Context: an optimization exercise on an open-source flow, tuned for a short achievable clock period and few clock cycles. The choices shown serve that exercise and are no tape-out recipe.
In this exercise RTL edits were held to simulation tests only and were not proved equivalent to the original.
Power figures rest on the tool's default switching activity, not on a simulated workload.

### flow/config.mk
export PLATFORM = sky130hd
export DESIGN_NAME = cpu_top
export DESIGN_NICKNAME = cpu_top
export VERILOG_FILES = /design/flow/design.v
export SDC_FILE = /design/flow/constraint.sdc
export NUM_CORES = 4
export LEC_CHECK = 0
export CAP_MARGIN = 20
export CORE_MARGIN = 2
export CORE_UTILIZATION = 40
export SETUP_SLACK_MARGIN = 2.6
export SLEW_MARGIN = 20
export SYNTH_HIERARCHICAL = 1
export SYNTH_MINIMUM_KEEP_SIZE = 0
### flow/constraint.sdc
create_clock -name core_clock -period 5.0 [get_ports {clk}]
set_input_delay 1.0000 -clock core_clock [delete_from_list [all_inputs] [get_ports {clk}]]
set_output_delay 1.0000 -clock core_clock [all_outputs]
set_load 0.01 [all_outputs]
### flow/design.v
`timescale 1ns/1ps
package cpu_pkg;
    localparam int XLEN       = 16;
    localparam int REG_ADDR_W = 3;
    localparam int NUM_REGS   = 8;
    localparam int IMM_W      = 4;
    typedef enum logic [1:0] {
        CLASS_MEM  = 2'b00,
        CLASS_ALU  = 2'b01,
        CLASS_JUMP = 2'b10,
        CLASS_NOP  = 2'b11
    } instr_class_t;
    typedef enum logic [2:0] {
        ADD, SUB, AND, OR, XOR, SHL, SHR, SLT
    } alu_op_t;
    typedef enum logic [2:0] {
        J_NEVER, J_ALWAYS, J_ZERO, J_NONZERO, J_NEG
    } jump_cond_t;
    localparam logic [2:0] MEM_LOAD  = 3'd0;
    localparam logic [2:0] MEM_STORE = 3'd1;
    typedef struct packed {
        instr_class_t          cls;
        logic                  form;
        logic [2:0]            op;
        logic [REG_ADDR_W-1:0] dst;
        logic [REG_ADDR_W-1:0] rs1;
        logic [REG_ADDR_W-1:0] rs2;
        logic                  unused;
    } instr_reg_t;
    typedef struct packed {
        instr_class_t          cls;
        logic                  form;
        logic [2:0]            op;
        logic [REG_ADDR_W-1:0] dst;
        logic [REG_ADDR_W-1:0] rs1;
        logic [IMM_W-1:0]      imm;
    } instr_imm_t;
    typedef union packed {
        instr_reg_t r;
        instr_imm_t i;
    } instr_word_t;
    typedef enum logic [2:0] {
        ST_IDLE, ST_FETCH, ST_DECODE, ST_REG_READ,
        ST_EXECUTE, ST_MEMORY, ST_MEM_WAIT, ST_WRITEBACK
    } stage_t;
endpackage
`timescale 1ns/1ps
module add16 (
    input  logic [15:0] a,
    input  logic [15:0] b,
    input  logic        cin,
    output logic [15:0] s
);
    logic [15:0] p, g0, g1, g2, g3, g4, p1, p2, p3;
    assign p  = a ^ b;
    assign g0 = (a & b) | {15'd0, p[0] & cin};
    always_comb begin
        for (int i = 0; i < 16; i++) begin
            g1[i] = (i >= 1) ? (g0[i] | (p[i] & g0[i-1])) : g0[i];
            p1[i] = (i >= 1) ? (p[i] & p[i-1]) : 1'b0;
        end
        for (int i = 0; i < 16; i++) begin
            g2[i] = (i >= 2) ? (g1[i] | (p1[i] & g1[i-2])) : g1[i];
            p2[i] = (i >= 2) ? (p1[i] & p1[i-2]) : 1'b0;
        end
        for (int i = 0; i < 16; i++) begin
            g3[i] = (i >= 4) ? (g2[i] | (p2[i] & g2[i-4])) : g2[i];
            p3[i] = (i >= 4) ? (p2[i] & p2[i-4]) : 1'b0;
        end
        for (int i = 0; i < 16; i++) begin
            g4[i] = (i >= 8) ? (g3[i] | (p3[i] & g3[i-8])) : g3[i];
        end
    end
    assign s = p ^ {g4[14:0], cin};
endmodule
module alu (
    input  logic [cpu_pkg::XLEN-1:0] a0,
    input  logic [cpu_pkg::XLEN-1:0] a1,
    input  logic [cpu_pkg::XLEN-1:0] b0,
    input  logic [cpu_pkg::XLEN-1:0] b1,
    input  logic [7:0]               sel,
    input  logic                     sub,    
    output logic [cpu_pkg::XLEN-1:0] y
);
    logic [15:0] a, b;
    assign a = a0 | a1;
    assign b = b0 | b1;
    logic [15:0] bx, p, g0, g1, g2, g3, c, p1, p2, p3, sum, oth;
    logic        lt;
    assign bx = b ^ {16{sub}};
    assign p  = a ^ bx;
    assign g0 = (a & bx) | {15'd0, p[0] & sub};
    always_comb begin
        for (int i = 0; i < 16; i++) begin
            g1[i] = (i >= 1) ? (g0[i] | (p[i] & g0[i-1])) : g0[i];
            p1[i] = (i >= 1) ? (p[i] & p[i-1]) : 1'b0;
        end
        for (int i = 0; i < 16; i++) begin
            g2[i] = (i >= 2) ? (g1[i] | (p1[i] & g1[i-2])) : g1[i];
            p2[i] = (i >= 2) ? (p1[i] & p1[i-2]) : 1'b0;
        end
        for (int i = 0; i < 16; i++) begin
            g3[i] = (i >= 4) ? (g2[i] | (p2[i] & g2[i-4])) : g2[i];
            p3[i] = (i >= 4) ? (p2[i] & p2[i-4]) : 1'b0;
        end
        for (int i = 0; i < 16; i++) begin
            c[i] = (i >= 8) ? (g3[i] | (p3[i] & g3[i-8])) : g3[i];
        end
    end
    assign sum = p ^ {c[14:0], sub};
    assign lt = (a[15] ^ b[15]) ? a[15] : !c[14];
    assign oth = ({16{sel[2]}} & (a & b))
               | ({16{sel[3]}} & (a | b))
               | ({16{sel[4]}} & (a ^ b))
               | ({16{sel[5]}} & (a << b[3:0]))
               | ({16{sel[6]}} & (a >> b[3:0]));
    assign y = ({16{sel[0] | sel[1]}} & sum) | oth | {15'd0, sel[7] & lt};
endmodule
module zero_or16 (
    input  logic [15:0] a,
    input  logic [15:0] b,
    output logic        z
);
    assign z = ~|(a | b);
endmodule
module eq_or16 (
    input  logic [15:0] a,
    input  logic [15:0] b,
    input  logic [15:0] c,
    output logic        e
);
    assign e = ((a | b) == c);
endmodule
`timescale 1ns/1ps
module cpu_top (
    input  logic            clk,
    input  logic            rst,
    input  logic [cpu_pkg::XLEN-1:0] instr_in,
    input  logic [cpu_pkg::XLEN-1:0] pmem_data_in,
    output logic [cpu_pkg::XLEN-1:0] pc,
    output logic [cpu_pkg::XLEN-1:0] pmem_data_out,
    output logic [cpu_pkg::XLEN-1:0] pmem_addr_out,
    output logic            pmem_write
);
    localparam int BTB_N = 4;
    logic [15:0] fpc;                  
    logic        d_valid;              
    logic [15:0] d_pc, d_pc1;          
    logic [11:0] d_hi_p, d_hi_m;       
    logic        d_bhit;               
    logic        d_bany;               
    logic        e_valid;              
    logic        e_park;               
    logic        e_park1;              
    logic [1:0]  e_cnt_a, e_cnt_b;     
    logic        e_fast;               
    logic        e_lfa, e_lfb, e_lfs;  
    logic [15:0] e_pc, e_pc1;          
    logic [15:0] e_pred;               
    logic        e_dg;                 
    logic [15:0] e_dtgt;
    logic [15:0] e_jtgt;               
    logic        e_mm_seq;             
    logic        e_mmt;                
    logic        e_alu, e_ld, e_st, e_jmp, e_jform, e_immf;
    logic        e_jneg;               
    logic        e_c_always, e_c_zero, e_c_nz, e_c_neg;
    logic [7:0]  e_sel;                
    logic        e_sub;
    logic [2:0]  e_dst;
    logic [7:0]  e_amask;              
    logic [7:0]  e_lmask;              
    logic        e_zok;                
    logic [15:0] e_zc;
    logic [15:0] opa, opb, sdata;      
    logic [7:0]  r_mask;               
    logic [15:0] r_res;
    logic [15:0] r_fa, r_fb, r_fs;     
    logic [7:0]  m_lmask;              
    logic [7:0]  w_lmask;              
    logic [15:0] regs [8];
    logic [BTB_N-1:0] bt_v;
    logic [15:0] bt_pc  [BTB_N];
    logic [15:0] bt_tgt [BTB_N];
    logic [1:0]  bt_rr;
    logic [BTB_N-1:0] bt_ctd;          
    logic [BTB_N-1:0] bt_last;         
    logic [15:0] bt_cnt [BTB_N];       
    logic        u_v, u_take, u_ctd;
    logic [15:0] u_pc, u_tgt, u_ax;
    logic [1:0]  cls;
    logic        form;
    logic [2:0]  op, dst, rs1, rs2;
    logic [3:0]  imm;
    logic [15:0] imm_se;
    logic        is_alu, is_ld, is_st, is_jmp, immf, uses_a, uses_b;
    logic [7:0]  e_aq, e_lq, pend;
    logic        stall;
    logic [15:0] va, vb, vs;
    logic [4:0]  lo_sum;
    logic [15:0] jtgt_d;
    assign cls    = instr_in[15:14];
    assign form   = instr_in[13];
    assign op     = instr_in[12:10];
    assign dst    = instr_in[9:7];
    assign rs1    = instr_in[6:4];
    assign rs2    = instr_in[3:1];
    assign imm    = instr_in[3:0];
    assign imm_se = {{12{imm[3]}}, imm};
    assign is_alu = (cls == 2'b01);
    assign is_ld  = (cls == 2'b00) && (op == 3'd0);
    assign is_st  = (cls == 2'b00) && (op == 3'd1);
    assign is_jmp = (cls == 2'b10);
    assign immf   = form || is_st;
    assign uses_a = is_alu || is_ld || is_st || (is_jmp && (op >= 3'd2) && (op <= 3'd4));
    assign uses_b = !form && (is_alu || is_ld || (is_jmp && (op >= 3'd1) && (op <= 3'd4)));
    assign e_aq  = e_valid ? e_amask : 8'h0;
    assign e_lq  = e_valid ? e_lmask : 8'h0;
    assign pend  = e_lq | (m_lmask & ~e_aq);
    logic pa, pb, ps, qa, qb, qs, fast;
    assign pa    = uses_a && pend[rs1];
    assign pb    = uses_b && pend[rs2];
    assign ps    = is_st && pend[dst];
    assign qa    = uses_a && e_lq[rs1];
    assign qb    = uses_b && e_lq[rs2];
    assign qs    = is_st && e_lq[dst];
    assign fast  = is_ld || is_st;
    assign stall = fast ? (qa || qb || qs) : (pa || pb);
    logic fa_d, fb_d, fs_d;
    assign fa_d = uses_a && e_aq[rs1];
    assign fb_d = uses_b && e_aq[rs2];
    assign fs_d = is_st && e_aq[dst];
    always_comb begin
        if (r_mask[rs1])       va = r_res;
        else if (w_lmask[rs1]) va = pmem_data_in;
        else                   va = regs[rs1];
        if (r_mask[rs2])       vb = r_res;
        else if (w_lmask[rs2]) vb = pmem_data_in;
        else                   vb = regs[rs2];
        if (r_mask[dst])       vs = r_res;
        else if (w_lmask[dst]) vs = pmem_data_in;
        else                   vs = regs[dst];
    end
    assign lo_sum = {1'b0, d_pc[3:0]} + {1'b0, imm};
    always_comb begin
        jtgt_d[3:0] = lo_sum[3:0];
        case ({imm[3], lo_sum[4]})
            2'b01:   jtgt_d[15:4] = d_hi_p;
            2'b10:   jtgt_d[15:4] = d_hi_m;
            default: jtgt_d[15:4] = d_pc[15:4];
        endcase
    end
    logic d_sp;
    assign d_sp = is_jmp && form && !d_bany &&
                  ((op == 3'd1) || (imm[3] && (op >= 3'd2) && (op <= 3'd4)));
    logic ez, d_ex, d_ex_take, d_guess;
    logic [15:0] d_tgt;
    assign d_ex      = is_jmp && form && ((op == 3'd2) || (op == 3'd3)) && e_aq[rs1] && e_zok;
    assign d_ex_take = (op == 3'd2) ? ez : !ez;
    assign d_guess   = d_ex ? (d_ex_take != d_bhit) : d_sp;
    assign d_tgt     = (d_ex && !d_ex_take) ? d_pc1 : jtgt_d;
    logic [15:0] a_x, b_x, sd_x, alu_y, a_m, b_m, sd_m;
    assign a_x  = r_fa | opa;
    assign b_x  = r_fb | opb;
    assign sd_x = r_fs | sdata;
    assign a_m  = a_x | (e_lfa ? pmem_data_in : 16'h0);
    assign b_m  = b_x | (e_lfb ? pmem_data_in : 16'h0);
    assign sd_m = sd_x | (e_lfs ? pmem_data_in : 16'h0);
    alu i_alu (.a0(r_fa), .a1(opa), .b0(r_fb), .b1(opb), .sel(e_sel), .sub(e_sub), .y(alu_y));
    logic [15:0] addr;
    add16 i_addr (.a(a_m), .b(b_m), .cin(1'b0), .s(addr));
    eq_or16 i_ez (.a(r_fa), .b(opa), .c(e_zc), .e(ez));
    logic zero, take, mispred;
    logic [15:0] actual;
    zero_or16 i_zero (.a(r_fa), .b(opa), .z(zero));
    logic take_z, take_n, mis_z, mis_n;
    logic [15:0] tgt_x, act_z, act_n;
    assign take_z  = e_jmp && (e_c_always || e_c_zero || (e_c_neg && a_x[15]));
    assign take_n  = e_jmp && (e_c_always || e_c_nz || (e_c_neg && a_x[15]));
    assign mis_z   = e_valid && (take_z ? e_mmt : e_mm_seq);
    assign mis_n   = e_valid && (take_n ? e_mmt : e_mm_seq);
    assign tgt_x   = e_jform ? e_jtgt : b_x;
    assign act_z   = take_z ? tgt_x : e_pc1;
    assign act_n   = take_n ? tgt_x : e_pc1;
    assign take    = zero ? take_z : take_n;
    assign mispred = zero ? mis_z : mis_n;
    assign actual  = zero ? act_z : act_n;
    logic [BTB_N-1:0] bhit_v;
    logic        bhit, bany;
    logic [15:0] btgt, fpc1, fpc_n;
    always_comb begin
        btgt = '0;
        for (int i = 0; i < BTB_N; i++) begin
            bhit_v[i] = bt_v[i] && (bt_pc[i] == fpc);
            btgt = btgt | (bhit_v[i] ? bt_tgt[i] : 16'h0);
        end
    end
    assign bany = |bhit_v;
    assign bhit = |(bhit_v & ~(bt_ctd & bt_last));
    assign fpc1 = fpc + 16'd1;
    assign pc   = fpc;
    logic d_go, d_adv, d_park, p_ready, d_redir;
    assign d_go    = d_valid && !mispred && !e_park;
    assign d_adv   = d_go && !stall;
    assign d_park  = d_go && stall;
    assign d_redir = d_go && d_guess;
    assign p_ready = e_fast || ((e_cnt_a <= 2'd1) && (e_cnt_b <= 2'd1));
    logic refetch;
    assign refetch = e_park1 && !p_ready;
    logic d_go0, redir0, park0;
    logic [15:0] rest_n;
    assign d_go0  = d_valid && !e_park;
    assign redir0 = d_go0 && d_guess;
    assign park0  = d_go0 && stall;
    always_comb begin
        if (refetch)      rest_n = e_dg ? e_dtgt : e_pred;
        else if (redir0)  rest_n = d_tgt;
        else if (park0)   rest_n = fpc;
        else if (bhit)    rest_n = btgt;
        else              rest_n = fpc1;
    end
    assign fpc_n = zero ? (mis_z ? act_z : rest_n) : (mis_n ? act_n : rest_n);
    logic [BTB_N-1:0] u_hit_v;
    logic        u_hit;
    always_comb begin
        for (int i = 0; i < BTB_N; i++) u_hit_v[i] = bt_v[i] && (bt_pc[i] == u_pc);
    end
    assign u_hit = |u_hit_v;
    always_ff @(posedge clk or posedge rst) begin
        if (rst) begin
            fpc           <= '0;
            d_valid       <= 1'b0;
            e_valid       <= 1'b0;
            e_park        <= 1'b0;
            e_park1       <= 1'b0;
            r_mask        <= '0;
            m_lmask       <= '0;
            w_lmask       <= '0;
            pmem_write    <= 1'b0;
            pmem_addr_out <= '0;
            pmem_data_out <= '0;
            bt_v          <= '0;
            bt_rr         <= '0;
            u_v           <= 1'b0;
            bt_ctd        <= '0;
            bt_last       <= '0;
            for (int i = 0; i < 8; i++) regs[i] <= '0;
        end else begin
            fpc        <= fpc_n;
            d_valid    <= !(zero ? mis_z : mis_n) && !refetch && !redir0 && !park0;
            e_valid    <= d_adv || (e_park && p_ready);
            e_park     <= d_park || (e_park && !p_ready);
            e_park1    <= d_park;
            r_mask     <= e_aq;
            m_lmask    <= e_lq;
            w_lmask    <= m_lmask;
            pmem_write    <= e_valid && e_st;
            pmem_addr_out <= addr;
            pmem_data_out <= sd_m;
            for (int i = 0; i < 8; i++) begin
                if (r_mask[i])       regs[i] <= r_res;
                else if (w_lmask[i]) regs[i] <= pmem_data_in;
            end
            u_v <= e_valid && e_jmp;
            if (u_v) begin
                if (u_take) begin
                    if (!u_hit) begin
                        bt_v[bt_rr]    <= 1'b1;
                        bt_rr          <= bt_rr + 2'd1;
                        bt_ctd[bt_rr]  <= u_ctd;
                        bt_last[bt_rr] <= (u_ax == 16'd1);
                    end else begin
                        for (int i = 0; i < BTB_N; i++) begin
                            if (u_hit_v[i]) bt_last[i] <= (bt_cnt[i] == 16'd1);
                        end
                    end
                end else begin
                    bt_v <= bt_v & ~u_hit_v;
                end
            end
        end
    end
    always_ff @(posedge clk or posedge rst) begin
        if (rst) begin
            e_cnt_a    <= '0;
            e_cnt_b    <= '0;
            e_fast     <= 1'b0;
            e_lfa      <= 1'b0;
            e_lfb      <= 1'b0;
            e_lfs      <= 1'b0;
            e_amask    <= '0;
            e_lmask    <= '0;
            e_pc       <= '0;
            e_pc1      <= '0;
            e_pred     <= '0;
            e_dg       <= 1'b0;
            e_dtgt     <= '0;
            e_jtgt     <= '0;
            e_mm_seq   <= 1'b0;
            e_mmt      <= 1'b0;
            e_zok      <= 1'b0;
            e_zc       <= '0;
            e_alu      <= 1'b0;
            e_ld       <= 1'b0;
            e_st       <= 1'b0;
            e_jmp      <= 1'b0;
            e_jform    <= 1'b0;
            e_jneg     <= 1'b0;
            e_immf     <= 1'b0;
            e_c_always <= 1'b0;
            e_c_zero   <= 1'b0;
            e_c_nz     <= 1'b0;
            e_c_neg    <= 1'b0;
            e_sel      <= '0;
            e_sub      <= 1'b0;
            e_dst      <= '0;
        end else if (e_park) begin
            e_cnt_a <= (e_cnt_a == 2'd0) ? 2'd0 : e_cnt_a - 2'd1;
            e_cnt_b <= (e_cnt_b == 2'd0) ? 2'd0 : e_cnt_b - 2'd1;
            e_lfa   <= e_fast && (e_cnt_a == 2'd2);
            e_lfb   <= e_fast && (e_cnt_b == 2'd2) && !e_st;
            e_lfs   <= e_fast && (e_cnt_b == 2'd2) && e_st;
            e_amask <= e_alu ? (8'd1 << e_dst) : 8'd0;
            e_lmask <= e_ld ? (8'd1 << e_dst) : 8'd0;
        end else begin
            e_fast     <= fast;
            e_lfa      <= fast && pa;
            e_lfb      <= fast && pb;
            e_lfs      <= fast && ps;
            e_cnt_a    <= !uses_a ? 2'd0 : e_lq[rs1] ? 2'd2 : pend[rs1] ? 2'd1 : 2'd0;
            e_cnt_b    <= is_st  ? (e_lq[dst] ? 2'd2 : pend[dst] ? 2'd1 : 2'd0) :
                          !uses_b ? 2'd0 : e_lq[rs2] ? 2'd2 : pend[rs2] ? 2'd1 : 2'd0;
            e_amask    <= is_alu ? (8'd1 << dst) : 8'd0;
            e_lmask    <= is_ld ? (8'd1 << dst) : 8'd0;
            e_pc       <= d_pc;
            e_pc1      <= d_pc1;
            e_pred     <= fpc;
            e_dg       <= d_guess;
            e_dtgt     <= d_tgt;
            e_jtgt     <= jtgt_d;
            e_mm_seq   <= d_ex ? d_ex_take : (d_sp || (d_pc1 != fpc));
            e_mmt      <= !form ? 1'b1 :
                          d_guess ? (d_ex && !d_ex_take) :
                          !d_bhit && (imm != 4'd1);
            e_zok      <= is_alu && immf && ((op == 3'd0) || (op == 3'd1) || (op == 3'd4));
            e_zc       <= (op == 3'd0) ? (16'h0 - imm_se) : imm_se;
            e_alu      <= is_alu;
            e_ld       <= is_ld;
            e_st       <= is_st;
            e_jmp      <= is_jmp;
            e_jform    <= form;
            e_jneg     <= imm[3];
            e_immf     <= immf;
            e_c_always <= (op == 3'd1);
            e_c_zero   <= (op == 3'd2);
            e_c_nz     <= (op == 3'd3);
            e_c_neg    <= (op == 3'd4);
            e_sel      <= is_alu ? (8'd1 << op) : 8'd1;
            e_sub      <= is_alu && ((op == 3'd1) || (op == 3'd7));
            e_dst      <= dst;
        end
    end
    always_ff @(posedge clk) begin
        r_res  <= alu_y;
        r_fa   <= (!e_park && fa_d) ? alu_y : 16'h0;
        r_fb   <= (!e_park && fb_d) ? alu_y : 16'h0;
        r_fs   <= (!e_park && fs_d) ? alu_y : 16'h0;
        d_pc   <= fpc;
        d_pc1  <= fpc1;
        d_hi_p <= fpc[15:4] + 12'd1;
        d_hi_m <= fpc[15:4] - 12'd1;
        d_bhit <= bhit;
        d_bany <= bany;
        if (e_park) begin
            opa   <= (e_cnt_a == 2'd1) ? pmem_data_in : a_x;
            opb   <= (e_cnt_b == 2'd1 && !e_st) ? pmem_data_in : b_x;
            sdata <= (e_cnt_b == 2'd1 && e_st) ? pmem_data_in : sd_x;
        end else begin
            opa   <= (fa_d || pa) ? 16'h0 : va;
            opb   <= (fb_d || pb) ? 16'h0 : immf ? imm_se : vb;
            sdata <= (fs_d || ps) ? 16'h0 : vs;
        end
        u_take <= take;
        u_ctd  <= e_c_nz && e_jform && e_jneg;
        u_pc   <= e_pc;
        u_tgt  <= actual;
        u_ax   <= a_x;
        if (u_v && u_take) begin
            for (int i = 0; i < BTB_N; i++) begin
                if (u_hit ? u_hit_v[i] : (bt_rr == 2'(i))) begin
                    bt_pc[i]  <= u_pc;
                    bt_tgt[i] <= u_tgt;
                    bt_cnt[i] <= u_hit ? bt_cnt[i] - 16'd1 : u_ax - 16'd1;
                end
            end
        end
    end
endmodule
### flow/run.sh
#!/bin/bash
# synth_recipe.tcl (not shown) runs the flow's synth.tcl, then flattens the netlist and writes it again
# the make line also repeats each setting of config.mk as NAME=value (left out here)
make -C /OpenROAD-flow-scripts/flow DESIGN_CONFIG=/design/flow/config.mk WORK_HOME=/design/flow/orfs CLKGATE_MAP_FILE= SYNTH_SCRIPT=/design/flow/synth_recipe.tcl finish
==> results of run 1 <==
## final timing paths
check                                           end  slack (ps)
worst min-delay path                u_pc[1]$_DFF_P_         360
worst min register to register      u_pc[1]$_DFF_P_         360
max in group asynchronous         e_sub$_DFFE_PP0N_        3080
worst max register to register  r_fb[14]$_SDFF_PN0_        2100
worst max-delay path            r_fb[14]$_SDFF_PN0_        2100
min in group asynchronous       r_mask[5]$_DFF_PP0_         860
## registers in the layout, summed over array words and instances (netlist names), 64 cells and up
name and count:
regs 128, bt_cnt 64, bt_pc 64, bt_tgt 64
## cells in the mapped netlist, drive strengths merged (87+ instances only)
| cell | count | share of area, % |
|---|---|---|
| nor2 | 285 | 2.5 |
| edfxtp | 192 | 14 |
| buf | 104 | 1.3 |
| a21oi | 179 | 2.2 |
| inv | 119 | 1.0 |
| dfxtp | 219 | 10 |
| clkbuf | 243 | 2.2 |
| mux2i | 236 | 5.6 |
| ha | 87 | 2.6 |
| mux2 | 109 | 2.9 |
| xnor2 | 219 | 4.5 |
| o21ai | 382 | 4.5 |
| dfrtp | 355 | 21 |
| nand2 | 579 | 5.1 |
## cells in the final DEF, fill, tap and decap left out, drive strengths merged, types with 21 or more instances in the layout
master / synthesis / layout
mux2: 109 / 109
nand3: 74 / 75
edfxtp: 192 / 192
a221oi: 24 / 24
clkbuf: 243 / 139
a21oi: 179 / 179
o211ai: 42 / 42
a31oi: 25 / 25
o22ai: 81 / 81
ha: 87 / 87
a22oi: 61 / 61
a22o: 22 / 22
mux4: 65 / 65
dfxtp: 219 / 219
or2: 20 / 21
and3: 46 / 46
mux2i: 236 / 236
buf: 104 / 521
dfrtp: 355 / 355
nand4: 59 / 59
dlygate4sd2: 0 / 36
nor2: 285 / 286
inv: 119 / 116
and2: 36 / 36
a211oi: 32 / 32
clkinv: 5 / 38
nor3: 72 / 72
xnor2: 219 / 219
nand2: 579 / 579
xor2: 83 / 83
nor4: 56 / 56
o21ai: 382 / 382
## layout make-up
cell class | instances | area share (%)
multi-input combinational | 3177 | 44.88
sequential | 766 | 34.21
timing repair buffer | 587 | 11.42
clock buffer | 124 | 4.679
tap | 1391 | 3.105
inverter | 124 | 0.9599
clock inverter | 40 | 0.7277
timing repair inverter | 1 | 0.01563
antenna | 1 | 0.004464
## routing by layer
layer,up-vias,GRT usage [%],part of all wire (%)
li1,16600,-,-
met1,18890,41.97,42
met2,2342,42.83,43
met3,494,6.252,11
met4,4,13.33,5.1
met5,-,0,0.015
## cell families after synthesis
logic type	Yosys count	synth area share, %
buffers and inverters	471	4.597
and+or+nand+nor	1324	14.35
adders and majority gates	92	2.763
other	1	0.008792
xor gates and xnor gates	303	6.289
AOI/OAI and AO/OA	1036	15.49
muxes	410	11.88
DFF	766	44.62
## per-module statistics from Yosys, one instance, submodules excluded
module	cell area (um^2)	times used	flops+latches
zero_or16	72.57	1	0
add16	777.0	1	0
cpu_top	38200	1	766
alu	3368	1	0
eq_or16	237.7	1	0
## stage by stage
step / cells / total power [mW] / area, um^2 / hold slack, ps / setup WS [ps]
2_1_floorplan: 4403 / 17.92 / 43610 / 341.9 / -756.3
3_3_place_gp: 5664 / 21.94 / 45350 / 348.0 / 884.3
3_5_place_dp: 5664 / 22.01 / 45350 / 349.7 / 878.6
4_1_cts: 6095 / 30.81 / 53400 / 361.3 / 2114
5_1_grt: 6210 / 33.79 / 56050 / 355.5 / 2032
6_report: 6211 / 32.47 / 56050 / 355.3 / 2097
## power by group through the flow
stage                     logic (mW)  registers, mW  clock network [mW]
final                           15.0           10.7                6.70
after detailed placement        11.3           10.7                   0
after floorplan                 8.30           9.63                   0
after global placement          11.2           10.8                   0
after CTS                       13.4           10.6                6.76
after global routing            15.9           10.9                7.00
## repair_timing
action / CTS / global route
pin swaps: 148 / 151
buffers inserted: 234 / 101
resized for setup: 755 / 392
cloned: 33 / 13
endpoints found under the setup margin: 529 / 444
==> out/metrics.yaml, run 1 <==
status: "complete, no violations"
cpMaxStageDelayCell: "dfrtp_4"
grt_pass1_wl_um: 240900
path_cells: "buf_6, xnor2_4, fa_2, or3_4, and3_4, a21oi_4, o221ai_2, xnor2_1, o21ai_2, buf_6, and3_4"
p_leak_nw: 21.64
start_util_pct: 40.41
async_reset_ff_share_pct: 46.34
cp.depth: 11
clock_path_buffers: 3
portBuffers: 82
cts_root_buf: "clkbuf_16"
ff_latch_area_mm2: 0.01918
crit_fanout: 7
antenna_found_initial: 5
coreArea_mm2: 0.1056
worstSetupPathType: "register to register"
cts_tree: "built"
power_switching_mw: 13.47
yosysWarnings: 13
worst_ir_drop_vdd_mv: 0.3892
r2r_cells: 11
startpoint_type: "register"
syn2layout_area_growth_pct: 31.41
row_count: 119
hold_class: "register to register"
arrival_ps: 3470
synth_flop_cell: "dfrtp_1"
fin_nets: 4869
grt_pass1_vias: 36080
clkTransAtPathRegs_ps: 60
drc: 0
worstSetupEndpointType: "register"
slew_violations: 0
grt_setup_unrepaired: "yes"
insertion_delay_ps: 700
die_h_um: 330.6
clock_skew_ps: 45.17
p_seq_share_pct: 33.1
startpoint: "e_sub$_DFFE_PP0N_"
p_sw_share_pct: 41.48
worst_slew_pin_slew_ps: 1232
syn-num-nets: 4528
cts_sinks: 766
whs_path_depth: 0
final_antenna_net_count: 0
die_w_um: 330.6
cts_made_buffers: 87
fmax_mhz: 344.4
n_fill_cell: 9049
slowest_delay_ps: 580
finalSetupViolCount: 0
p_clk_share_pct: 20.6
synthCells: 4403
place.gp.congestion: 0.9715
p_int_mw: 19.00
setup_tns_ps: 0
yosysUniqueCellTypes: 111
hold_start: "e_pc[1]$_DFFE_PP0N_"
overflow: 0
multi_input_area_mm2: 0.02515
track_usage_pct: 29.45
crit_family: "simple AND/OR/NAND/NOR gates"
cts_hold_buf: 0
cp.required_ps: 5570
maxCapViolCount: 0
avgSynthCellArea_um2: 9.688
hpwl_um: 106900
wl_um: 167100
hold_viol_final: 0
slew_headroom_pct: 17.20
drive_gt1_share_pct: 30.36
combPwrFrac_pct: 46.3
seq_area_frac_synth_pct: 44.62
dr.pass1.iters: 8
wire_per_inst_um: 26.90
path_buf_inv: 2
final_util_pct: 53.10
finalCriticalPeriod_ps: 2903
vias_per_cell: 6.170
power.density_mw_per_mm2: 579.3
r2r_start: "e_sub$_DFFE_PP0N_"
synth-edff-count: 192
dieArea_mm2: 0.1093
num_io_pins: 83
ctsHtreeMaxLevel: 3
fin_crit_sh_pct: 58.07
synth_area_mm2: 0.04265
vias: 38320
drtIter0Drc: 4938
ys_seq_elements: 766
grt_start_max_net_pins: 88
Testbench counts, summed over its fixed seeds: cycles 30,664.
==> inputs of run 2 (changes only) <==
--- a/flow/design.v
+++ b/flow/design.v
@@ -74,17 +74,12 @@
     assign s = p ^ {g4[14:0], cin};
 endmodule
 module alu (
-    input  logic [cpu_pkg::XLEN-1:0] a0,
-    input  logic [cpu_pkg::XLEN-1:0] a1,
-    input  logic [cpu_pkg::XLEN-1:0] b0,
-    input  logic [cpu_pkg::XLEN-1:0] b1,
+    input  logic [cpu_pkg::XLEN-1:0] a,
+    input  logic [cpu_pkg::XLEN-1:0] b,
     input  logic [7:0]               sel,
     input  logic                     sub,    
     output logic [cpu_pkg::XLEN-1:0] y
 );
-    logic [15:0] a, b;
-    assign a = a0 | a1;
-    assign b = b0 | b1;
     logic [15:0] bx, p, g0, g1, g2, g3, c, p1, p2, p3, sum, oth;
     logic        lt;
     assign bx = b ^ {16{sub}};
@@ -159,6 +154,8 @@
     logic [15:0] e_pred;               
     logic        e_dg;                 
     logic [15:0] e_dtgt;
+    logic [15:0] e_jt_d, e_pc1_d;      
+    logic        e_dsel;
     logic [15:0] e_jtgt;               
     logic        e_mm_seq;             
     logic        e_mmt;                
@@ -266,7 +263,7 @@
     assign a_m  = a_x | (e_lfa ? pmem_data_in : 16'h0);
     assign b_m  = b_x | (e_lfb ? pmem_data_in : 16'h0);
     assign sd_m = sd_x | (e_lfs ? pmem_data_in : 16'h0);
-    alu i_alu (.a0(r_fa), .a1(opa), .b0(r_fb), .b1(opb), .sel(e_sel), .sub(e_sub), .y(alu_y));
+    alu i_alu (.a(a_x), .b(b_x), .sel(e_sel), .sub(e_sub), .y(alu_y));
     logic [15:0] addr;
     add16 i_addr (.a(a_m), .b(b_m), .cin(1'b0), .s(addr));
     eq_or16 i_ez (.a(r_fa), .b(opa), .c(e_zc), .e(ez));
@@ -307,18 +304,29 @@
     assign p_ready = e_fast || ((e_cnt_a <= 2'd1) && (e_cnt_b <= 2'd1));
     logic refetch;
     assign refetch = e_park1 && !p_ready;
-    logic d_go0, redir0, park0;
-    logic [15:0] rest_n;
+    assign e_dtgt = e_dsel ? e_pc1_d : e_jt_d;
+    logic d_go0, park0, t0, t1, redir0, redir1, redir_x;
+    logic [15:0] rest0, rest1, rest_n;
     assign d_go0  = d_valid && !e_park;
-    assign redir0 = d_go0 && d_guess;
     assign park0  = d_go0 && stall;
+    assign t0     = (op != 3'd2);                 
+    assign t1     = (op == 3'd2);                 
+    assign redir0 = d_go0 && (d_ex ? (t0 != d_bhit) : d_sp);
+    assign redir1 = d_go0 && (d_ex ? (t1 != d_bhit) : d_sp);
     always_comb begin
-        if (refetch)      rest_n = e_dg ? e_dtgt : e_pred;
-        else if (redir0)  rest_n = d_tgt;
-        else if (park0)   rest_n = fpc;
-        else if (bhit)    rest_n = btgt;
-        else              rest_n = fpc1;
+        if (refetch)      rest0 = e_dg ? e_dtgt : e_pred;
+        else if (redir0)  rest0 = (d_ex && !t0) ? d_pc1 : jtgt_d;
+        else if (park0)   rest0 = fpc;
+        else if (bhit)    rest0 = btgt;
+        else              rest0 = fpc1;
+        if (refetch)      rest1 = e_dg ? e_dtgt : e_pred;
+        else if (redir1)  rest1 = (d_ex && !t1) ? d_pc1 : jtgt_d;
+        else if (park0)   rest1 = fpc;
+        else if (bhit)    rest1 = btgt;
+        else              rest1 = fpc1;
     end
+    assign rest_n  = ez ? rest1 : rest0;
+    assign redir_x = ez ? redir1 : redir0;
     assign fpc_n = zero ? (mis_z ? act_z : rest_n) : (mis_n ? act_n : rest_n);
     logic [BTB_N-1:0] u_hit_v;
     logic        u_hit;
@@ -347,7 +355,7 @@
             for (int i = 0; i < 8; i++) regs[i] <= '0;
         end else begin
             fpc        <= fpc_n;
-            d_valid    <= !(zero ? mis_z : mis_n) && !refetch && !redir0 && !park0;
+            d_valid    <= !(zero ? mis_z : mis_n) && !refetch && !redir_x && !park0;
             e_valid    <= d_adv || (e_park && p_ready);
             e_park     <= d_park || (e_park && !p_ready);
             e_park1    <= d_park;
@@ -394,7 +402,9 @@
             e_pc1      <= '0;
             e_pred     <= '0;
             e_dg       <= 1'b0;
-            e_dtgt     <= '0;
+            e_jt_d     <= '0;
+            e_pc1_d    <= '0;
+            e_dsel     <= 1'b0;
             e_jtgt     <= '0;
             e_mm_seq   <= 1'b0;
             e_mmt      <= 1'b0;
@@ -436,7 +446,9 @@
             e_pc1      <= d_pc1;
             e_pred     <= fpc;
             e_dg       <= d_guess;
-            e_dtgt     <= d_tgt;
+            e_jt_d     <= jtgt_d;
+            e_pc1_d    <= d_pc1;
+            e_dsel     <= d_ex && !d_ex_take;
             e_jtgt     <= jtgt_d;
             e_mm_seq   <= d_ex ? d_ex_take : (d_sp || (d_pc1 != fpc));
             e_mmt      <= !form ? 1'b1 :
==> out/metrics.yaml, run 2 <==
power.density_mw_per_mm2: 561.4  # was 579.3 mW/mm^2
seq_area_frac_synth_pct: 43.88  # was 44.62%
cts_sinks: 751  # was 766
grt_setup_unrepaired: "yes"  # unchanged
place_ws_ps: 617.5  # was 878.6 ps
portBuffers: 82  # unchanged
clock_skew_ps: 33.91  # was 45.17 ps
worstSetupEndpointType: "register"  # unchanged
hold_class: "register to register"  # unchanged
row_count: 119  # unchanged
synth_area_leaders: "dfrtp_1 20%, edfxtp_1 14%, dfxtp_1 10%"  # was dfrtp_1 21%, edfxtp_1 14%, dfxtp_1 10%
track_usage_pct: 31.44  # was 29.45%
regMostFlops: "regs"  # unchanged
coreArea_mm2: 0.1054  # was 0.1056 mm^2
num_io_pins: 83  # unchanged
overflow: 0  # unchanged
drc: 0  # unchanged
place.gp.congestion: 0.9527  # was 0.9715
dieArea_mm2: 0.1089  # was 0.1093 mm^2
crit_fanout: 8  # was 7
yosysWarnings: 13  # unchanged
largest_reg_flops: 128  # unchanged
die_w_um: 330.1  # was 330.6 um
synthTopCellsByCount: "564 x nand2_1, 346 x o21ai_0, 340 x dfrtp_1"  # was 579 x nand2_1, 380 x o21ai_0, 355 x dfrtp_1
synth_flop_cell: "dfrtp_1"  # unchanged
cp.required_ps: 5560  # was 5570 ps
clkTransAtPathRegs_ps: 60  # about the same
p_leak_nw: 22.59  # was 21.64 nW
grt_start_max_net_pins: 101  # was 88
slew_violations: 0  # unchanged
cts_root_buf: "clkbuf_16"  # unchanged
cts_made_buffers: 87  # unchanged
wire_per_inst_um: 28.35  # was 26.90 um
vias_per_cell: 6.314  # was 6.170
dr.pass1.iters: 18  # was 8
hold_slack_ps: 362.0  # was 355.3 ps
vias: 39650  # was 38320
cts_hold_buf: 0  # unchanged
grt_pass1_wl_um: 254400  # was 240900 um
worst_ir_drop_vdd_mv: 0.4040  # was 0.3892 mV
yosysMostFrequentCell: "nand2_1"  # unchanged
drive_gt1_share_pct: 34.23  # was 30.36%
finalCriticalPeriod_ps: 2907  # was 2903 ps
synthCells: 4398  # was 4403
synth_area_mm2: 0.04252  # was 0.04265 mm^2
fin_crit_sh_pct: 58.13  # was 58.07%
setup_ws_ps: 2093  # was 2097 ps
status: "complete, no violations"  # unchanged
clock_path_buffers: 3  # unchanged
antenna_found_initial: 7  # was 5
setup_tns_ps: 0  # unchanged
syn-num-nets: 4528  # unchanged
final_cell_mix: "534 x nand2_1, 303 x dfrtp_1, 303 x buf_4, 281 x o21ai_0, 256 x mux2i_1"  # was 524 x nand2_1, 328 x dfrtp_1, 303 x o21ai_0, 282 x buf_4, 232 x nor2_1
hpwl_um: 106500  # was 106900 um
final_antenna_net_count: 0  # unchanged
fmax_mhz: 344.0  # was 344.4 MHz
synth_top_area_share_pct: 20.01  # was 20.83%
avgSynthCellArea_um2: 9.669  # was 9.688 um^2
yosysUniqueCellTypes: 102  # was 111
maxCapViolCount: 0  # unchanged
finalSetupViolCount: 0  # unchanged
cts_tree: "built"  # unchanged
layout_commonest_cell: "nand2_1"  # unchanged
startpoint_type: "register"  # unchanged
worstSetupPathType: "register to register"  # unchanged
synth-edff-count: 192  # unchanged
hold_viol_final: 0  # unchanged
worst_slew_pin_slew_ps: 1125  # was 1232 ps
synth_top_area_cell: "dfrtp_1"  # unchanged
n_fill_cell: 8749  # was 9049
ctsHtreeMaxLevel: 3  # unchanged
insertion_delay_ps: 690  # was 700 ps
slew_headroom_pct: 25.00  # was 17.20%
drtIter0Drc: 5245  # was 4938
wl_um: 178000  # was 167100 um
grt_pass1_vias: 37670  # was 36080
fin_nets: 4942  # was 4869
async_reset_ff_share_pct: 45.27  # was 46.34%
start_util_pct: 40.34  # was 40.41%
die_h_um: 330.1  # was 330.6 um
arrival_ps: 3460  # was 3470 ps
syn2layout_area_growth_pct: 37.05  # was 31.41%
ys_seq_elements: 751  # was 766
run 2: per-stage QoR:
step,total power [mW],util [%],instances,cell area (um^2)
4_1_cts,30.84,52.54,6161,55390
2_1_floorplan,17.56,-,4398,43650
3_3_place_gp,21.43,42.83,5641,45150
3_5_place_dp,21.55,42.84,5642,45160
6_report,32.72,55.28,6279,58280
5_1_grt,34.02,55.28,6276,58270
run 2: layout make-up:
| cell class | instances | area (um^2) | share of cell area (%) |
|---|---|---|---|
| Multi-Input combinational cell | 3192 | 26390 | 45.28 |
| Inverter | 131 | 561.8 | 0.9640 |
| Sequential cell | 751 | 18820 | 32.29 |
| Tap cell | 1391 | 1740 | 2.986 |
| Clock inverter | 37 | 421.7 | 0.7235 |
| Antenna cell | 3 | 7.507 | 0.01288 |
| Timing Repair Buffer | 649 | 7815 | 13.41 |
| Clock buffer | 125 | 2526 | 4.335 |
run 2: worst max-delay path, stage by stage (launching register included):
cell	delay [ps]
dfxtp_4	360
nor4_4	290
nand4_1	190
nor2_2	210
mux2_4	340
o31ai_4	240
buf_6	150
buf_12	110
clkinvlp_4	160
and3_4	260
nand2_1	70
o21ai_0	120
a211oi_1	270
run 2: path summary, 6_finish.rpt:
check / startpoint / end / slack [ps] / cells past startpoint
max in group asynchronous: rst / r_mask[2]$_DFF_PP0_ / 3100 / 3
worst max register to register: opa[15]$_DFF_P_ / fpc[1]$_DFF_PP0_ / 2090 / 12
worst min register to register: e_pc[13]$_DFFE_PP0N_ / u_pc[13]$_DFF_P_ / 360 / 0
worst max-delay path: opa[15]$_DFF_P_ / fpc[1]$_DFF_PP0_ / 2090 / 12
worst min-delay path: e_pc[13]$_DFFE_PP0N_ / u_pc[13]$_DFF_P_ / 360 / 0
min in group asynchronous: rst / e_dst[2]$_DFFE_PP0N_ / 770 / 2
run 2: kinds of logic after synthesis:
group	after synthesis	share of synthesized area [%]
AOI/OAI and AO/OA	1024	15.27
muxes	436	13.11
DFF	751	43.88
xor gates and xnor gates	302	6.220
other	1	0.008819
adders and majority gates	96	2.895
buffers and inverters	473	4.458
and+or+nand+nor	1315	14.17
run 2: report_power, final:
group	switching (mW)	internal [mW]
Clock	2.76	3.85
Sequential	2.39	8.37
Combinational	8.40	6.95
run 2: Yosys stat by module (local to each module, per instance):
module / copies in the design / flops+latches
add16: 1 / 0
alu: 1 / 0
cpu_top: 1 / 751
eq_or16: 1 / 0
zero_or16: 1 / 0
run 2: metal layers:
metal | global-route usage, % | part of all wire (%) | vias to the layer above
li1 | - | - | 16720
met1 | 39.85 | 37 | 19490
met2 | 49.04 | 45 | 2643
met3 | 7.134 | 10 | 785
met4 | 18.91 | 7.7 | 8
met5 | 0 | 0.030 | -
run 2: timing repair:
item	4_1_cts	5_1_grt
setup buffers	299	108
endpoints found under the setup margin	531	455
gates cloned	58	7
pin swaps	182	211
resized for setup	950	393
Testbench counts of run 2, summed over its fixed seeds: cycles 30,664.
==> inputs of run 3 (changes only) <==
--- a/flow/design.v
+++ b/flow/design.v
@@ -274,8 +274,10 @@
     logic [15:0] tgt_x, act_z, act_n;
     assign take_z  = e_jmp && (e_c_always || e_c_zero || (e_c_neg && a_x[15]));
     assign take_n  = e_jmp && (e_c_always || e_c_nz || (e_c_neg && a_x[15]));
-    assign mis_z   = e_valid && (take_z ? e_mmt : e_mm_seq);
-    assign mis_n   = e_valid && (take_n ? e_mmt : e_mm_seq);
+    logic mmt_x;
+    assign mmt_x   = e_dg ? e_mmt : e_jform ? (e_jtgt != e_pred) : (b_x != e_pred);
+    assign mis_z   = e_valid && (take_z ? mmt_x : e_mm_seq);
+    assign mis_n   = e_valid && (take_n ? mmt_x : e_mm_seq);
     assign tgt_x   = e_jform ? e_jtgt : b_x;
     assign act_z   = take_z ? tgt_x : e_pc1;
     assign act_n   = take_n ? tgt_x : e_pc1;
@@ -451,9 +453,7 @@
             e_dsel     <= d_ex && !d_ex_take;
             e_jtgt     <= jtgt_d;
             e_mm_seq   <= d_ex ? d_ex_take : (d_sp || (d_pc1 != fpc));
-            e_mmt      <= !form ? 1'b1 :
-                          d_guess ? (d_ex && !d_ex_take) :
-                          !d_bhit && (imm != 4'd1);
+            e_mmt      <= d_ex && !d_ex_take;
             e_zok      <= is_alu && immf && ((op == 3'd0) || (op == 3'd1) || (op == 3'd4));
             e_zc       <= (op == 3'd0) ? (16'h0 - imm_se) : imm_se;
             e_alu      <= is_alu;
==> out/metrics.yaml, run 3 <==
status: "complete, no violations"  # unchanged
hold_viol_final: 0  # unchanged
power_mw: 33.78  # was 32.72 mW
cts_made_buffers: 85  # was 87
final_util_pct: 53.88  # was 55.28%
num_io_pins: 83  # unchanged
yosysMostFrequentCell: "nand2_1"  # unchanged
grt_setup_unrepaired: "yes"  # unchanged
worstSetupPathType: "register to register"  # unchanged
clock_skew_ps: 39.32  # was 33.91 ps
cts_sinks: 750  # was 751
drive_gt1_share_pct: 32.40  # was 34.23%
grt_pass1_wl_um: 254600  # was 254400 um
overflow: 0  # unchanged
synthTopCellsByCount: "577 x nand2_1, 347 x o21ai_0, 339 x dfrtp_1"  # was 564 x nand2_1, 346 x o21ai_0, 340 x dfrtp_1
syn2layout_area_growth_pct: 33.68  # was 37.05%
fmax_mhz: 328.8  # was 344.0 MHz
avgSynthCellArea_um2: 9.617  # was 9.669 um^2
syn-num-nets: 4609  # was 4528
cts_hold_buf: 0  # unchanged
p_leak_nw: 22.00  # was 22.59 nW
yosysWarnings: 13  # unchanged
regMostFlops: "regs"  # unchanged
vias: 39480  # was 39650
synth_top_area_share_pct: 19.69  # was 20.01%
synth_area_mm2: 0.04308  # was 0.04252 mm^2
cp.required_ps: 5570  # was 5560 ps
largest_reg_flops: 128  # unchanged
startpoint_type: "register"  # unchanged
wl_um: 181700  # was 178000 um
cts_tree: "built"  # unchanged
worst_ir_drop_vdd_mv: 0.3050  # was 0.4040 mV
arrival_ps: 3610  # was 3460 ps
worstSetupEndpointType: "register"  # unchanged
clkTransAtPathRegs_ps: 70  # was 60 ps
hold_start: "e_pc[9]$_DFFE_PP0N_"  # was e_pc[13]$_DFFE_PP0N_
dr.pass1.iters: 7  # was 18
die_w_um: 332.2  # was 330.1 um
seq_area_frac_synth_pct: 43.25  # was 43.88%
startpoint: "fpc[14]$_DFF_PP0_"  # was opa[15]$_DFF_P_
slew_headroom_pct: 29.87  # was 25.00%
start_util_pct: 40.30  # was 40.34%
insertion_delay_ps: 710  # was 690 ps
synth_flop_cell: "dfrtp_1"  # unchanged
ys_seq_elements: 750  # was 751
slew_violations: 0  # unchanged
maxCapViolCount: 0  # unchanged
grt_start_max_net_pins: 124  # was 101
drc: 0  # unchanged
placed_cell_area_mm2: 0.04591  # was 0.04516 mm^2
row_count: 120  # was 119
grt_pass1_vias: 37130  # was 37670
vias_per_cell: 6.253  # was 6.314
setup_tns_ps: 0  # unchanged
finalCriticalPeriod_ps: 3041  # was 2907 ps
layout_commonest_cell: "nand2_1"  # unchanged
finalInstanceArea_mm2: 0.05759  # was 0.05828 mm^2
drtIter0Drc: 4794  # was 5245
track_usage_pct: 30.78  # was 31.44%
r2r_start: "fpc[14]$_DFF_PP0_"  # was opa[15]$_DFF_P_
synth-edff-count: 192  # unchanged
finalSetupViolCount: 0  # unchanged
setup_ws_ps: 1959  # was 2093 ps
worst_slew_pin_slew_ps: 1052  # was 1125 ps
async_reset_ff_share_pct: 45.20  # was 45.27%
final_antenna_net_count: 0  # unchanged
clock_path_buffers: 3  # unchanged
die_h_um: 332.2  # was 330.1 um
ctsHtreeMaxLevel: 3  # unchanged
crit_fanout: 5  # was 8
yosysUniqueCellTypes: 107  # was 102
final_cell_mix: "537 x nand2_1, 312 x dfrtp_1, 272 x buf_4, 256 x o21ai_0, 225 x mux2i_1"  # was 534 x nand2_1, 303 x dfrtp_1, 303 x buf_4, 281 x o21ai_0, 256 x mux2i_1
coreArea_mm2: 0.1069  # was 0.1054 mm^2
fin_nets: 4967  # was 4942
portBuffers: 82  # unchanged
hold_class: "register to register"  # unchanged
hpwl_um: 114700  # was 106500 um
fin_crit_sh_pct: 60.82  # was 58.13%
antenna_found_initial: 6  # was 7
place_ws_ps: 710.4  # was 617.5 ps
synth_top_area_cell: "dfrtp_1"  # unchanged
cts_root_buf: "clkbuf_16"  # unchanged
synth_area_leaders: "dfrtp_1 20%, edfxtp_1 13%, dfxtp_1 10%"  # was dfrtp_1 20%, edfxtp_1 14%, dfxtp_1 10%
wire_per_inst_um: 28.78  # was 28.35 um
dieArea_mm2: 0.1104  # was 0.1089 mm^2
place.gp.congestion: 0.9758  # was 0.9527
power.density_mw_per_mm2: 586.6  # was 561.4 mW/mm^2
synthCells: 4480  # was 4398
run 3: power by group:
| group | total [mW] | switching (mW) | internal (mW) | leakage (nW) |
|---|---|---|---|---|
| clock network | 6.68 | 2.84 | 3.85 | 1.46 |
| logic | 16.2 | 8.82 | 7.38 | 12.9 |
| registers | 10.9 | 2.52 | 8.37 | 7.68 |
| total | 33.8 | 14.2 | 19.6 | 22.0 |
run 3: per-module statistics from Yosys, one instance, submodules excluded:
| module | flip-flops and latches | cells | times used |
|---|---|---|---|
| eq_or16 | 0 | 37 | 1 |
| zero_or16 | 0 | 11 | 1 |
| add16 | 0 | 101 | 1 |
| alu | 0 | 406 | 1 |
| cpu_top | 750 | 3925 | 1 |
run 3: per-stage QoR:
| step | instances | hold WS [ps] |
|---|---|---|
| 6_report | 6314 | 357.6 |
| 3_5_place_dp | 5762 | 350.6 |
| 3_3_place_gp | 5762 | 347.8 |
| 5_1_grt | 6313 | 372.9 |
| 4_1_cts | 6162 | 349.6 |
| 2_1_floorplan | 4480 | 341.9 |
run 3: routing by layer:
metal	share of wire, %	wire length (um)	vias up	track usage, %
li1	-	-	16940	-
met1	37	67700	19520	38.34
met2	47	85080	2357	50.25
met3	8.7	15800	660	5.873
met4	7.2	13110	6	17.08
met5	0.020	37	-	0
run 3: worst paths after layout:
| path | slack [ps] | endpoint | cells after the start |
|---|---|---|---|
| max | 1960 | fpc[15]$_DFF_PP0_ | 10 |
| min | 360 | u_pc[9]$_DFF_P_ | 0 |
| max reg2reg | 1960 | fpc[15]$_DFF_PP0_ | 10 |
| min reg2reg | 360 | u_pc[9]$_DFF_P_ | 0 |
| max in group asynchronous | 3260 | pmem_addr_out[8]$_DFF_PP0_ | 3 |
| min in group asynchronous | 640 | e_amask[5]$_DFF_PP0_ | 2 |
run 3: kinds of logic after synthesis:
group | after synthesis | synth area share (%)
other cells | 1 | 0.008704
compound gates | 1040 | 15.53
buf+inv | 511 | 4.763
xor+xnor | 298 | 6.058
fa+ha+maj | 95 | 2.829
mux | 419 | 12.75
flops | 750 | 43.25
simple gates | 1366 | 14.81
run 3: final cells by class:
| type | count | area [um^2] |
|---|---|---|
| Fill cell | 9183 | 49310 |
| Multi-Input combinational cell | 3235 | 26640 |
| Sequential cell | 750 | 18770 |
| Timing Repair Buffer | 604 | 6804 |
| Clock buffer | 120 | 2536 |
| Tap cell | 1403 | 1755 |
| Inverter | 162 | 660.6 |
| Clock inverter | 39 | 427.9 |
| Antenna cell | 1 | 2.502 |
run 3: what timing repair did:
item                                    4_1_cts  5_1_grt
cloned                                       25       27
pin swaps                                   149      201
endpoints found under the hold margin         0        0
buffers inserted                            216      124
resized for setup                           786      515
endpoints found under the setup margin      507      458
run 3: worst max-delay path: stages, from the launching register on:
cell and delay (ps):
dfrtp_4 580, xnor2_4 220, nand4_1 130, or4b_4 530, buf_6 150, o22a_4 270
buf_8 150, a211oi_2 340, o21ba_2 230, a211oi_2 210, o31ai_1 90
Testbench counts of run 3, summed over its fixed seeds: cycles 30,602.

==> what the ideal ports hide <==
The flow's constraints put no driver on any port. The routed layouts listed below were extracted and timed again, unchanged, in two steps. Step 1 (the two cells are an assumption about what drives the block):
set clk [get_ports {clk}]
set_driving_cell -lib_cell sky130_fd_sc_hd__clkbuf_16 $clk
set_driving_cell -lib_cell sky130_fd_sc_hd__buf_2 [delete_from_list [all_inputs] $clk]
Step 2 times the ports against the registers' clock, not the clock port: input delays grow and output delays shrink by t, the midpoint of the rising clock arrivals with the driver on. a / b / c = ideal / step 1 / step 2; a / b = the first two.
| run | t, ns | setup slack, ns | worst register clock-pin slew, ns |
|---|---|---|---|
| run 1 | 0.744 | 2.097 / 2.097 / 1.476 | 0.07 / 0.07 |
| run 2 | 0.742 | 2.093 / 2.093 / 1.364 | 0.07 / 0.07 |
| run 3 | 0.757 | 1.959 / 1.959 / 1.249 | 0.07 / 0.07 |
After both steps every run listed still meets setup and hold. For run 2, which loses most, drivers alone change the setup slack by 0.000 ns; drivers and shift together by -0.729 ns.
